What follows belongs to an exercise in optimizing a design on an open flow for small area, a short achievable clock period and few clock cycles per item; a production flow would make more cautious choices.
The RTL was checked by simulation tests, not by an equivalence proof against the original design.

## the baseline
## epoch_seconds_to_date
module epoch_seconds_to_date (
    input  logic        i_clk,
    input  logic        i_rst_n,
    input  logic        start,
    output logic        busy,
    input  logic [31:0] i_epoch_seconds,
    output logic        o_done,
    output logic [11:0] o_year,
    output logic [3:0]  o_month,
    output logic [4:0]  o_day,
    output logic [4:0]  o_hour,
    output logic [5:0]  o_minute,
    output logic [5:0]  o_second
);
Size in the first run: ~800 cells after synthesis, ~37 flip-flops, about 75 I/O pins, about 8100 sq um of cells after synthesis.
Settings: LEC_CHECK=0, CAP_MARGIN=20, CORE_MARGIN=2, CORE_UTILIZATION=40, CTS_BUF_LIST=sky130_fd_sc_hd__clkbuf_8, SLEW_MARGIN=20, SYNTH_HIERARCHICAL=1; clock period 20.0 ns.
standard.sh (not shown) runs the stock make flow with config.mk's settings and CLKGATE_MAP_FILE= SYNTH_SCRIPT=/design/flow/synth_recipe.tcl, a recipe that flattens the netlist after the stock synthesis.
==> flow/flow/run.sh <==
#!/bin/bash
# Standard layout (bash standard.sh, its synthesis unchanged), with the ports
# buffered by buf_2 cells and timing repair aiming for a larger setup slack.
set -e
cp standard.sh standard.sh.log
export BUFFER_PORTS_ARGS="-buffer_cell sky130_fd_sc_hd__buf_2"
export SETUP_SLACK_MARGIN=10.4
bash standard.sh > standard_run.log 2>&1
Testbench counts of the baseline, summed over its fixed seeds: cycles 3,208, items 3,200.
### the baseline -> the candidate
diff --git a/flow/flow/run.sh b/flow/flow/run.sh
--- a/flow/flow/run.sh
+++ b/flow/flow/run.sh
@@ -7 +7 @@
-export SETUP_SLACK_MARGIN=10.4
+export SETUP_SLACK_MARGIN=10.1
### Flow results
- Total wire length after detailed routing is higher on the baseline
- Worst slew margin relative to its limit (higher): the candidate
- [the candidate] arrival time of data at the critical path endpoint rose 0.12 ns relative to the baseline
- The candidate leaves less setup margin than the baseline.
- For the candidate, the highest-delay cell along the critical path was sky130_fd_sc_hd__dfxtp_2, unlike the baseline, where it was sky130_fd_sc_hd__dfxtp_4.

---

build 34:
Another version of the RTL of epoch_seconds_to_date (not shown whole).
Size: roughly 75 I/O pins, roughly 0.0084 sq mm of cells after synthesis.
// epoch_seconds_to_date
module epoch_seconds_to_date (
    input  logic        i_clk,
    input  logic        i_rst_n,
    input  logic        start,
    output logic        busy,
    input  logic [31:0] i_epoch_seconds,
    output logic        o_done,
    output logic [11:0] o_year,
    output logic [3:0]  o_month,
    output logic [4:0]  o_day,
    output logic [4:0]  o_hour,
    output logic [5:0]  o_minute,
    output logic [5:0]  o_second
);
    localparam logic [31:0] SKIP_2100 = 32'd4107542400;
    logic [24:0] q;
    logic [0:0]  skip;
    assign q    = i_epoch_seconds[31:7];
    assign skip = i_epoch_seconds >= SKIP_2100;
    logic a1;
    logic a2;
    logic a3;
    logic a4;
    logic a5;
    logic a6;
    logic a7;
    logic a8;
    logic a9;
    logic a10;
    logic a11;
    logic a12;
    logic a13;
    logic a14;
    logic a15;
    logic a16;
    logic a17;
    logic a18;
    logic a19;
    logic a20;
    logic a21;
    logic a22;
    logic a23;
    logic a24;
    logic a25;
    logic a26;
    logic a27;
    logic a28;
    logic a29;
    logic a30;
    logic a31;
    logic a32;
    logic a33;
    logic a34;
    logic a35;
    logic a36;
    logic a37;
    logic a38;
    logic a39;
    logic a40;
    logic a41;
    logic a42;
    logic a43;
    logic a44;
    logic a45;
    logic a46;
    logic a47;
    logic a48;
    logic a49;
    logic a50;
    logic a51;
    logic a52;
    logic a53;
    logic a54;
    logic a55;
    logic a56;
    logic a57;
    logic a58;
    logic a59;
    logic a60;
    logic a61;
    logic a62;
    logic a63;
    logic a64;
    logic a65;
    logic a66;
    logic a67;
    logic a68;
    logic a69;
    logic a70;
    logic a71;
    logic a72;
    logic a73;
    logic a74;
    logic a75;
    logic a76;
    logic a77;
    logic a78;
    logic a79;
    logic a80;
    logic a81;
    logic a82;
    logic a83;
    logic a84;
    logic a85;
    logic a86;
    logic a87;
    logic a88;
    logic a89;
    logic a90;
    logic a91;
    logic a92;
    logic a93;
  ...
export LEC_CHECK = 0
export CAP_MARGIN = 20
export CORE_MARGIN = 2
export CORE_UTILIZATION = 40
export SLEW_MARGIN = 20
export SYNTH_HIERARCHICAL = 1
create_clock -name core_clock -period 20.0 [get_ports {i_clk}]
==> flow/flow/run.sh <==
#!/bin/bash
# Standard layout (bash standard.sh, its synthesis unchanged), with the ports
# buffered by buf_1 cells and timing repair aiming for a larger setup slack.
set -e
cp standard.sh standard.sh.log
export BUFFER_PORTS_ARGS="-buffer_cell sky130_fd_sc_hd__buf_1"
export SETUP_SLACK_MARGIN=10.0
bash standard.sh > standard_run.log 2>&1
Testbench counts of build 34, summed over its fixed seeds: cycles 3,208, items 3,200.
Setup changes, build 34 to build 24
==> flow/flow/run.sh <==
#!/bin/bash
# Standard layout (bash standard.sh, its synthesis unchanged), with the ports
# buffered by buf_2 cells and timing repair aiming for a larger setup slack.
set -e
cp standard.sh standard.sh.log
export BUFFER_PORTS_ARGS="-buffer_cell sky130_fd_sc_hd__buf_2"
export SETUP_SLACK_MARGIN=9.6
bash standard.sh > standard_run.log 2>&1
Notes after the runs:
Build 24 finished end to end and its layout was clean on timing, DRC and antenna.
On count of clock-buffer cells in the layout, build 34 and build 24 are basically level.
Reported for build 34 and build 24, number of CTS-inserted buffers turned out identical to the last digit.
Diff build 34 -> build 24: sequential fraction of total cell area went up by 0.32 points.
Input changes introduced in build 60 (baseline for comparison: build 24):
- PLACE_DENSITY now 0.8, previously not set
- CORE_UTILIZATION now 65, was 40
--- a/flow/flow/run.sh
+++ b/flow/flow/run.sh
@@ -6,3 +6,3 @@
 export BUFFER_PORTS_ARGS="-buffer_cell sky130_fd_sc_hd__buf_2"
-export SETUP_SLACK_MARGIN=9.6
+export SETUP_SLACK_MARGIN=9.3
 bash standard.sh > standard_run.log 2>&1
Findings:
- NOTE count of vias placed by the detailed router build 24->build 60 increased slightly
- Build 60 finished all stages; the layout is clean.
- The met1 routing resource usage after global routing number comes out higher for build 60 vs build 24.
- Build 60 ended up with fewer standard cells than build 24.
- | die area | build 60 vs build 24 | better |
- Diff build 24..build 60 | area after synthesis | unchanged
- Summary: with build 24 as the reference, number of DRC markers in iteration 0 in build 60 moved up by more than 10%.
- Final clock period utilization by the worst path sits higher in build 60 than in build 24.
- Summary of build 60 over build 24: wire length reported by the detailed router went down, cell count after placement dropped 104, transition time at the pin with the least slew margin now sits higher.

separate check: timing with driven ports:
The flow's constraints put no driver on any port. The routed layouts listed below were extracted and timed again, unchanged, in two steps.
Step 1 sets driving cells, clkbuf_16 on the clock port and buf_2 on the other inputs (assumed; they add their load-dependent delay and slew).
Step 2 moves the port delays by t, midway between the first and last clock arrival at a register: inputs arrive t later, outputs are due t later. That takes back most of the time a late clock gives input paths.
a / b / c = ideal ports / drivers / drivers and shift; a / b = the first two.
run	shift t [ns]	slack for setup (ns)	worst hold slack (ns)	worst register clock-pin slew, ns
the baseline	0.336	10.476 / 10.442 / 10.398	3.780 / 3.767 / 4.103	0.10 / 0.10
the candidate	0.335	10.360 / 10.326 / 10.153	3.781 / 3.769 / 4.104	0.10 / 0.10
build 34	0.326	10.142 / 10.137 / 9.823	3.790 / 3.775 / 4.101	0.07 / 0.07
build 24	0.324	9.846 / 9.808 / 9.677	3.805 / 3.787 / 4.111	0.07 / 0.07
build 60	0.318	9.631 / 9.648 / 9.331	3.815 / 3.800 / 4.118	0.06 / 0.06
After both steps every run listed still meets setup and hold. For build 34, which loses most, drivers alone change the setup slack by -0.005 ns; drivers and shift together by -0.319 ns.
